What follows belongs to an exercise in optimizing a design on an open flow for small area, a short achievable clock period and few clock cycles per item; a production flow would make more cautious choices. At most, simulation tests tie the RTL to the original design; equivalence was not proved. Power is estimated from default activity; no workload was simulated.

## the reference run
Design ordered_dither_spiral_screen_unit, start of the top module:
module ordered_dither_spiral_screen_unit (
    input  logic                          i_clk,
    input  logic                          i_rst_n,
    input  logic                          i_cfg_valid,
    output logic                          o_cfg_ready,
    input  logic [odss_pkg::SIDE_W-1:0]   i_cfg_data,     
    input  logic                          s_axis_tvalid,
    output logic                          s_axis_tready,
    input  logic [odss_pkg::IN_W-1:0]     s_axis_tdata,
    input  logic [0:0]                    s_axis_tuser,   
    output logic                          m_axis_tvalid,
    input  logic                          m_axis_tready,
    output logic [odss_pkg::OUT_W-1:0]    m_axis_tdata,
    output logic [0:0]                    m_axis_tuser    
);
For scale: roughly 2500 cells after synthesis, roughly 270 flip-flops, about 87 I/O pins, roughly 20000 um^2 of cells after synthesis.
==> module odss_back, before the edit <==
module odss_back (
    input  logic        i_clk,
    input  logic        i_rst_n,
    input  logic [4:0]  i_cfg,      
    input  logic        i_beat,
    input  logic        i_mode,
    input  logic [47:0] i_data,
    output logic        o_pv,
    output logic [3:0]  o_pd        
);
    function automatic logic [6:0] f_wsum(input logic [11:0] x,
                                          input logic [31:0] wts);
        logic [6:0] s;
        s = {3'd0, x[3:0]};
        for (int i = 4; i < 12; i++) begin
            s = s + (x[i] ? {3'd0, wts[4*(i-4) +: 4]} : 7'd0);
        end
        f_wsum = s;
    endfunction
    function automatic logic [6:0] f_rsub(input logic [6:0] s,
                                          input logic [4:0] n,
                                          input int         k);
        logic [7:0] d;
        d = {1'b0, s >> k} - {3'b0, n};
        f_rsub = d[7] ? s : 7'((d[6:0] << k) | (s & 7'((1 << k) - 1)));
    endfunction
    function automatic logic f_lt(input logic [6:0] a, input logic [6:0] b);
        logic l;
        l = 1'b0;
        for (int i = 0; i < 7; i++) begin
            l = (~a[i] & b[i]) | ((~a[i] | b[i]) & l);
        end
        f_lt = l;
    endfunction
    function automatic logic f_lt8(input logic [7:0] a, input logic [7:0] b);
        logic l;
        l = 1'b0;
        for (int i = 0; i < 8; i++) begin
            l = (~a[i] & b[i]) | ((~a[i] | b[i]) & l);
        end
        f_lt8 = l;
    endfunction
    logic        r1_v, r1_pix;
    logic [11:0] r1_x, r1_y;
    logic [7:0]  r1_c [3];
    logic [4:0]  r_sn;
    logic [8:0]  r_s1;           
    logic [9:0]  r_s3;           
    logic [31:0] r_wts;          
    logic        r_sb;
    logic        r2_v, r2_b;
    logic [4:0]  r2_n;
    logic [6:0]  r2_sx, r2_sy;
    logic [7:0]  r2_ph [3];
    logic [2:0]  r2_e;
    logic        r3_v, r3_b;
    logic [4:0]  r3_n;
    logic [5:0]  r3_sx, r3_sy;
    logic [7:0]  r3_t [3];
    logic        r4_v, r4_b;
    logic [4:0]  r4_n;
    logic [7:0]  r4_m;           
    logic [7:0]  r4_t [3];
    logic [31:0] w_wts;
    logic [9:0]  w_m [4];
    logic [15:0] w_p [3];
    logic [15:0] w_pp [3][4];
    logic [6:0]  w_sx3, w_sy3, w_sx4, w_sy4;
    logic [4:0]  w_sn_nx;
    logic [4:0]  w_nm1;
    logic [3:0]  w_kx0, w_kx1, w_ky0, w_ky1;
    logic        w_gx, w_gy;
    logic [7:0]  w_ab;
    logic [7:0]  w_k;
    logic [7:0]  w_half;
    logic        w_u;
    logic [7:0]  w_hb [3];
    always_ff @(posedge i_clk) begin
        if (!i_rst_n) begin
            r1_v <= 1'b0;
            r2_v <= 1'b0;
            r3_v <= 1'b0;
            r4_v <= 1'b0;
            r_sb <= 1'b0;
        end else begin
            r1_v <= i_beat;
            r2_v <= r1_v && r1_pix;
            r3_v <= r2_v;
            r4_v <= r3_v;
            if (r1_v && !r1_pix) begin
                r_sb <= 1'b1;
            end
        end
    end
    always_ff @(posedge i_clk) begin
        if (r1_v && !r1_pix) begin
            r_sn <= i_cfg;
        end
    end
    assign w_sn_nx = (r1_v && !r1_pix) ? i_cfg : r_sn;
    always_ff @(posedge i_clk) begin
        r_s1  <= odss_pkg::f_scale(w_sn_nx);
        r_s3  <= odss_pkg::f_scale3(w_sn_nx);
        r_wts <= odss_pkg::f_wts(w_sn_nx);
    end
    always_ff @(posedge i_clk) begin
        r1_pix  <= i_mode;
        r1_x    <= i_data[11:0];
        r1_y    <= i_data[23:12];
        r1_c[0] <= i_data[31:24];
        r1_c[1] <= i_data[39:32];
        r1_c[2] <= i_data[47:40];
    end
    assign w_wts   = r_wts;
    assign w_m[0]  = '0;
    assign w_m[1]  = {1'b0, r_s1};
    assign w_m[2]  = {r_s1, 1'b0};
    assign w_m[3]  = r_s3;
    always_comb begin
        for (int j = 0; j < 3; j++) begin
            for (int i = 0; i < 4; i++) begin
                w_pp[j][i] = 16'(w_m[r1_c[j][2*i +: 2]]) << (2 * i);
            end
            w_p[j] = w_pp[j][0] + w_pp[j][1] + w_pp[j][2] + w_pp[j][3];
        end
    end
    always_ff @(posedge i_clk) begin
        r2_b  <= r_sb;
        r2_n  <= r_sn;
        r2_sx <= f_wsum(r1_x, w_wts);
        r2_sy <= f_wsum(r1_y, w_wts);
        for (int j = 0; j < 3; j++) begin
            r2_ph[j] <= w_p[j][15:8];
            r2_e[j]  <= (r1_c[j] == 8'd128) && r_sn[0];
        end
    end
    assign w_sx3 = f_rsub(f_rsub(r2_sx, r2_n, 3), r2_n, 2);
    assign w_sy3 = f_rsub(f_rsub(r2_sy, r2_n, 3), r2_n, 2);
    always_ff @(posedge i_clk) begin
        r3_b  <= r2_b;
        r3_n  <= r2_n;
        r3_sx <= w_sx3[5:0];
        r3_sy <= w_sy3[5:0];
        for (int j = 0; j < 3; j++) begin
            r3_t[j] <= r2_ph[j] - 8'(r2_e[j]);
        end
    end
    assign w_sx4 = f_rsub({1'b0, r3_sx}, r3_n, 1);
    assign w_sy4 = f_rsub({1'b0, r3_sy}, r3_n, 1);
    assign w_nm1 = r3_n - 5'd1;
    assign w_kx0 = r3_n[4:1] + 4'd8;                  
    assign w_kx1 = r3_n[3:0] + r3_n[4:1] + 4'd8;      
    assign w_ky0 = w_nm1[4:1] + 4'd9;                 
    assign w_ky1 = r3_n[3:0] + w_nm1[4:1] + 4'd9;     
    assign w_gx  = !f_lt(w_sx4, {2'b0, r3_n});
    assign w_gy  = !f_lt(w_sy4, {2'b0, r3_n});
    assign w_ab  = {w_sx4[3:0] - (w_gx ? w_kx1 : w_kx0),
                    w_sy4[3:0] - (w_gy ? w_ky1 : w_ky0)};
    always_ff @(posedge i_clk) begin
        r4_b  <= r3_b;
        r4_n  <= r3_n;
        r4_m  <= w_ab;
        for (int j = 0; j < 3; j++) begin
            r4_t[j] <= r3_t[j];
        end
    end
    assign w_k   = odss_pkg::f_kidx(r4_m);
    assign w_half = odss_pkg::f_half(r4_n);
    assign w_u    = f_lt8(w_k, w_half);
    assign o_pv = r4_v;
    always_comb begin
        o_pd[3] = r4_b;
        for (int j = 0; j < 3; j++) begin
            w_hb[j] = w_half + {1'b0, r4_t[j][7:1]};
            o_pd[j] = r4_b && (f_lt8(w_k, {1'b0, r4_t[j][7:1]})
                               || (r4_t[j][0] && w_k == {1'b0, r4_t[j][7:1]})
                               || (!w_u && f_lt8(w_k, w_hb[j])));
        end
    end
endmodule
Settings: LEC_CHECK=0, ABC_AREA=1, CAP_MARGIN=20, CORE_MARGIN=2, CORE_UTILIZATION=55, PLACE_DENSITY=0.7, SLEW_MARGIN=20; clock period 10.0 ns.
standard.sh (not shown) runs the stock make flow with config.mk's settings and CLKGATE_MAP_FILE= SYNTH_SCRIPT=/design/flow/synth_recipe.tcl, a recipe that flattens the netlist after the stock synthesis.
==> flow/flow/run.sh <==
#!/bin/bash
set -euo pipefail
bash standard.sh SETUP_SLACK_MARGIN=6.0 \
    "BUFFER_PORTS_ARGS=-buffer_cell sky130_fd_sc_hd__buf_1" \
    "CTS_ARGS=-sink_clustering_enable -repair_clock_nets -dont_use_dummy_load -buf_list sky130_fd_sc_hd__clkbuf_8 -sink_clustering_size 25 -sink_clustering_max_diameter 50" \
    finish > layout.log 2>&1
Testbench counts of the reference run, summed over its fixed seeds: cycles 13,195, items 12,795.
Input changes introduced in the trial run (baseline for comparison: the reference run):
--- a/flow/design.v
+++ b/flow/design.v
@@ -16,4 +16,12 @@
         f_scale3 = T_SCALE3[10*n +: 10];
     endfunction
+    localparam logic [351:0] T_SCALE5 = 352'ha0b41682d05a0b41682d05a0b41682d05a0b41682d058d4f65a92d54c47e4cd1451f42e4410550640640500a;
+    function automatic logic [10:0] f_scale5(input logic [4:0] n);
+        f_scale5 = T_SCALE5[11*n +: 11];
+    endfunction
+    localparam logic [351:0] T_SCALE7 = 352'he0fc1f83f07e0fc1f83f07e0fc1f83f07e0fc1f83f07c5d58e533f76acb0d1f1c72bc40c5b07708c08c0700e;
+    function automatic logic [10:0] f_scale7(input logic [4:0] n);
+        f_scale7 = T_SCALE7[11*n +: 11];
+    endfunction
     localparam logic [255:0] T_HALF = 256'h80808080808080808080808080808080716255483d32292019120d0805020101;
     function automatic logic [7:0] f_half(input logic [4:0] n);
@@ -138,4 +146,6 @@
     logic [8:0]  r_s1;           
     logic [9:0]  r_s3;           
+    logic [10:0] r_s5;           
+    logic [10:0] r_s7;           
     logic [31:0] r_wts;          
     logic        r_sb;
@@ -154,7 +164,7 @@
     logic [7:0]  r4_t [3];
     logic [31:0] w_wts;
-    logic [9:0]  w_m [4];
+    logic [10:0] w_m [8];
     logic [15:0] w_p [3];
-    logic [15:0] w_pp [3][4];
+    logic [15:0] w_pp [3][3];
     logic [6:0]  w_sx3, w_sy3, w_sx4, w_sy4;
     logic [4:0]  w_sn_nx;
@@ -193,4 +203,6 @@
         r_s1  <= odss_pkg::f_scale(w_sn_nx);
         r_s3  <= odss_pkg::f_scale3(w_sn_nx);
+        r_s5  <= odss_pkg::f_scale5(w_sn_nx);
+        r_s7  <= odss_pkg::f_scale7(w_sn_nx);
         r_wts <= odss_pkg::f_wts(w_sn_nx);
     end
@@ -205,13 +217,17 @@
     assign w_wts   = r_wts;
     assign w_m[0]  = '0;
-    assign w_m[1]  = {1'b0, r_s1};
-    assign w_m[2]  = {r_s1, 1'b0};
-    assign w_m[3]  = r_s3;
+    assign w_m[1]  = {2'b0, r_s1};
+    assign w_m[2]  = {1'b0, r_s1, 1'b0};
+    assign w_m[3]  = {1'b0, r_s3};
+    assign w_m[4]  = {r_s1, 2'b0};
+    assign w_m[5]  = r_s5;
+    assign w_m[6]  = {r_s3, 1'b0};
+    assign w_m[7]  = r_s7;
     always_comb begin
         for (int j = 0; j < 3; j++) begin
-            for (int i = 0; i < 4; i++) begin
-                w_pp[j][i] = 16'(w_m[r1_c[j][2*i +: 2]]) << (2 * i);
-            end
-            w_p[j] = w_pp[j][0] + w_pp[j][1] + w_pp[j][2] + w_pp[j][3];
+            w_pp[j][0] = 16'(w_m[r1_c[j][2:0]]);
+            w_pp[j][1] = 16'(w_m[r1_c[j][5:3]]) << 3;
+            w_pp[j][2] = 16'(w_m[{1'b0, r1_c[j][7:6]}]) << 6;
+            w_p[j] = w_pp[j][0] + w_pp[j][1] + w_pp[j][2];
         end
     end
Results
- Count of clock-net buffers in the final layout (the trial run vs. the reference run) decreases by a few percent
- Lower global-route usage among the reference run and the trial run: the reference run
- The trial run against the reference run: area of the multi-input gates shows an increase of 520 um^2, part of the power in combinational logic shows a reduction of 2.4 points, well-tap cell count shows an increase of 7.
Testbench counts of the trial run, summed over its fixed seeds: cycles 13,195, items 12,795.

## the previous run
Another version of the RTL of ordered_dither_spiral_screen_unit (not shown whole).
Size in the first run: ~270 flip-flops, about 87 I/O pins.
==> module odss_back, before the edit <==
module odss_back (
    input  logic        i_clk,
    input  logic        i_rst_n,
    input  logic [4:0]  i_cfg,      
    input  logic        i_beat,
    input  logic        i_mode,
    input  logic [47:0] i_data,
    output logic        o_pv,
    output logic [3:0]  o_pd        
);
    function automatic logic [6:0] f_wsum(input logic [11:0] x,
                                          input logic [31:0] wts);
        logic [6:0] s;
        s = {3'd0, x[3:0]};
        for (int i = 4; i < 12; i++) begin
            s = s + (x[i] ? {3'd0, wts[4*(i-4) +: 4]} : 7'd0);
        end
        f_wsum = s;
    endfunction
    function automatic logic [6:0] f_rsub(input logic [6:0] s,
                                          input logic [4:0] n,
                                          input int         k);
        logic [7:0] d;
        d = {1'b0, s >> k} - {3'b0, n};
        f_rsub = d[7] ? s : 7'((d[6:0] << k) | (s & 7'((1 << k) - 1)));
    endfunction
    function automatic logic f_lt(input logic [6:0] a, input logic [6:0] b);
        logic l;
        l = 1'b0;
        for (int i = 0; i < 7; i++) begin
            l = (~a[i] & b[i]) | ((~a[i] | b[i]) & l);
        end
        f_lt = l;
    endfunction
    function automatic logic f_eq(input logic [6:0] a, input logic [6:0] b);
        f_eq = (a == b);
    endfunction
    logic        r1_v, r1_pix;
    logic [11:0] r1_x, r1_y;
    logic [7:0]  r1_c [3];
    logic [4:0]  r_sn;
    logic        r_sb;
    logic        r2_v, r2_b;
    logic [4:0]  r2_n;
    logic [6:0]  r2_sx, r2_sy;
    logic [7:0]  r2_ph [3];
    logic [2:0]  r2_e;
    logic        r3_v, r3_b;
    logic [4:0]  r3_n;
    logic [5:0]  r3_sx, r3_sy;
    logic [7:0]  r3_t [3];
    logic        r4_v, r4_b;
    logic [4:0]  r4_n;
    logic [7:0]  r4_ab;
    logic [7:0]  r4_t [3];
    logic        r5_v, r5_b;
    logic [4:0]  r5_n;
    logic [7:0]  r5_k;
    logic [7:0]  r5_t [3];
    logic [31:0] w_wts;
    logic [5:0]  w_vfac;
    logic [15:0] w_p [3];
    logic [6:0]  w_sx3, w_sy3, w_sx4, w_sy4;
    logic [7:0]  w_half;
    logic        w_u;
    logic [7:0]  w_kd;
    logic [6:0]  w_kp;
    always_ff @(posedge i_clk) begin
        if (!i_rst_n) begin
            r1_v <= 1'b0;
            r2_v <= 1'b0;
            r3_v <= 1'b0;
            r4_v <= 1'b0;
            r5_v <= 1'b0;
            r_sb <= 1'b0;
        end else begin
            r1_v <= i_beat;
            r2_v <= r1_v && r1_pix;
            r3_v <= r2_v;
            r4_v <= r3_v;
            r5_v <= r4_v;
            if (r1_v && !r1_pix) begin
                r_sb <= 1'b1;
            end
        end
    end
    always_ff @(posedge i_clk) begin
        if (r1_v && !r1_pix) begin
            r_sn <= i_cfg;
        end
    end
    always_ff @(posedge i_clk) begin
        r1_pix  <= i_mode;
        r1_x    <= i_data[11:0];
        r1_y    <= i_data[23:12];
        r1_c[0] <= i_data[31:24];
        r1_c[1] <= i_data[39:32];
        r1_c[2] <= i_data[47:40];
    end
    assign w_wts   = odss_pkg::f_wts(r_sn);
    assign w_vfac  = odss_pkg::f_vfac(r_sn);
    always_comb begin
        for (int j = 0; j < 3; j++) begin
            w_p[j] = 16'(16'(r1_c[j]) * 16'(w_vfac) << 2)
                   + (r_sn[0] ? 16'(r1_c[j]) << 1 : 16'(r1_c[j]));
        end
    end
    always_ff @(posedge i_clk) begin
        r2_b  <= r_sb;
        r2_n  <= r_sn;
        r2_sx <= f_wsum(r1_x, w_wts);
        r2_sy <= f_wsum(r1_y, w_wts);
        for (int j = 0; j < 3; j++) begin
            r2_ph[j] <= r_sn[4] ? r1_c[j] : w_p[j][15:8];
            r2_e[j]  <= (r1_c[j] == 8'd128) && r_sn[0];
        end
    end
    assign w_sx3 = f_rsub(f_rsub(r2_sx, r2_n, 3), r2_n, 2);
    assign w_sy3 = f_rsub(f_rsub(r2_sy, r2_n, 3), r2_n, 2);
    always_ff @(posedge i_clk) begin
        r3_b  <= r2_b;
        r3_n  <= r2_n;
        r3_sx <= w_sx3[5:0];
        r3_sy <= w_sy3[5:0];
        for (int j = 0; j < 3; j++) begin
            r3_t[j] <= r2_ph[j] - 8'(r2_e[j]);
        end
    end
    assign w_sx4 = f_rsub(f_rsub({1'b0, r3_sx}, r3_n, 1), r3_n, 0);
    assign w_sy4 = f_rsub(f_rsub({1'b0, r3_sy}, r3_n, 1), r3_n, 0);
    always_ff @(posedge i_clk) begin
        r4_b  <= r3_b;
        r4_n  <= r3_n;
        r4_ab <= {w_sx4[3:0] - r3_n[4:1] + 4'd8,
                  w_sy4[3:0] - 4'(5'(r3_n - 5'd1) >> 1) + 4'd7};
        for (int j = 0; j < 3; j++) begin
            r4_t[j] <= r3_t[j];
        end
    end
    always_ff @(posedge i_clk) begin
        r5_b <= r4_b;
        r5_n <= r4_n;
        r5_k <= odss_pkg::f_kidx(r4_ab);
        for (int j = 0; j < 3; j++) begin
            r5_t[j] <= r4_t[j];
        end
    end
    assign w_half = odss_pkg::f_half(r5_n);
    assign w_u    = f_lt(r5_k[6:0], w_half[6:0]) && !r5_k[7] || w_half[7] && !r5_k[7];
    assign w_kd   = r5_k - w_half;
    assign w_kp   = w_u ? r5_k[6:0] : w_kd[6:0];
    assign o_pv = r5_v;
    always_comb begin
        o_pd[3] = r5_b;
        for (int j = 0; j < 3; j++) begin
            o_pd[j] = r5_b && (f_lt(w_kp, r5_t[j][7:1])
                               || (w_u && r5_t[j][0] && f_eq(w_kp, r5_t[j][7:1])));
        end
    end
endmodule
clock: 10.0 ns
lec_check: 0
abc_clock_period_in_ps: 4000
cap_margin: 20
core_margin: 2
core_utilization: 40
place_density: 0.6
setup_slack_margin: 5
slew_margin: 20
run.sh (not shown) runs the stock make flow with config.mk's settings and CLKGATE_MAP_FILE= SYNTH_SCRIPT=/design/flow/synth_recipe.tcl, a recipe that flattens the netlist after the stock synthesis.
Stock flow here: none of the scripts above is used.
The inputs of the current run differ from those of the previous run as listed below.
--- a/flow/design.v
+++ b/flow/design.v
@@ -126,6 +126,8 @@
     logic [11:0] r1_x, r1_y;
     logic [7:0]  r1_c [3];
     logic [4:0]  r_sn;
+    logic [5:0]  r_vf;           
+    logic [31:0] r_wts;          
     logic        r_sb;
     logic        r2_v, r2_b;
     logic [4:0]  r2_n;
@@ -138,7 +140,7 @@
     logic [7:0]  r3_t [3];
     logic        r4_v, r4_b;
     logic [4:0]  r4_n;
-    logic [7:0]  r4_ab;
+    logic [7:0]  r4_m;
     logic [7:0]  r4_t [3];
     logic        r5_v, r5_b;
     logic [4:0]  r5_n;
@@ -174,6 +176,8 @@
     always_ff @(posedge i_clk) begin
         if (r1_v && !r1_pix) begin
             r_sn <= i_cfg;
+            r_vf <= odss_pkg::f_vfac(i_cfg);
+            r_wts <= odss_pkg::f_wts(i_cfg);
         end
     end
     always_ff @(posedge i_clk) begin
@@ -184,8 +188,8 @@
         r1_c[1] <= i_data[39:32];
         r1_c[2] <= i_data[47:40];
     end
-    assign w_wts   = odss_pkg::f_wts(r_sn);
-    assign w_vfac  = odss_pkg::f_vfac(r_sn);
+    assign w_wts   = r_wts;
+    assign w_vfac  = r_vf;
     always_comb begin
         for (int j = 0; j < 3; j++) begin
             w_p[j] = 16'(16'(r1_c[j]) * 16'(w_vfac) << 2)
@@ -218,8 +222,7 @@
     always_ff @(posedge i_clk) begin
         r4_b  <= r3_b;
         r4_n  <= r3_n;
-        r4_ab <= {w_sx4[3:0] - r3_n[4:1] + 4'd8,
-                  w_sy4[3:0] - 4'(5'(r3_n - 5'd1) >> 1) + 4'd7};
+        r4_m  <= {w_sx4[3:0], w_sy4[3:0]};
         for (int j = 0; j < 3; j++) begin
             r4_t[j] <= r3_t[j];
         end
@@ -227,7 +230,8 @@
     always_ff @(posedge i_clk) begin
         r5_b <= r4_b;
         r5_n <= r4_n;
-        r5_k <= odss_pkg::f_kidx(r4_ab);
+        r5_k <= odss_pkg::f_kidx({r4_m[7:4] - r4_n[4:1] + 4'd8,
+                                  r4_m[3:0] - 4'(5'(r4_n - 5'd1) >> 1) + 4'd7});
         for (int j = 0; j < 3; j++) begin
             r5_t[j] <= r4_t[j];
         end
==> comparison <==
The current run finished every step from synthesis to the final layout, and the layout passed the timing, DRC and antenna checks.
Compared with the previous run, in the current run clock skew now larger, clock latency of the later-clocked register in the worst-skew pair shows a reduction of 20 ps, worst setup slack before clock tree synthesis increased 770 ps.
The current run against the previous run: flip-flop and latch count went up by 32, actual slew at the worst max-slew pin went up by 100 ps.
No functional check of the RTL was part of any run of this note.

[separate check: timing with driven ports]
No port has a modelled driver above. Below, the same layouts with a new extraction and two added sets of constraints.
Step 1 (the two cells are an assumption about what drives the block):
set clk [get_ports {i_clk}]
set_driving_cell -lib_cell sky130_fd_sc_hd__clkbuf_16 $clk
set_driving_cell -lib_cell sky130_fd_sc_hd__buf_2 [delete_from_list [all_inputs] $clk]
Step 2 adds t to the input delays and takes it off the output delays; t is the mean of the earliest and latest rising clock arrival at the registers after step 1. Input paths then give back, and output paths get back, about the clock's delay inside the block.
Slacks: no drivers / after step 1 / after step 2; pairs: no drivers / after step 1.
| run | t (ns) | slack for setup (ns) | clock arrival spread, ns | worst data-port slew with drivers (ns) |
|---|---|---|---|---|
| the reference run | 0.640 | 6.098 / 6.098 / 6.057 | 0.078 / 0.078 | 0.03 |
| the trial run | 0.641 | 6.112 / 6.112 / 6.078 | 0.073 / 0.073 | 0.04 |
| the previous run | 0.613 | 4.708 / 4.708 / 4.708 | 0.019 / 0.019 | 0.04 |
| the current run | 0.591 | 5.238 / 5.238 / 5.238 | 0.022 / 0.022 | 0.07 |
After both steps every run listed still meets setup and hold. The setup slack of the reference run, which loses most, moves by 0.000 ns with the drivers and by -0.041 ns with both steps.
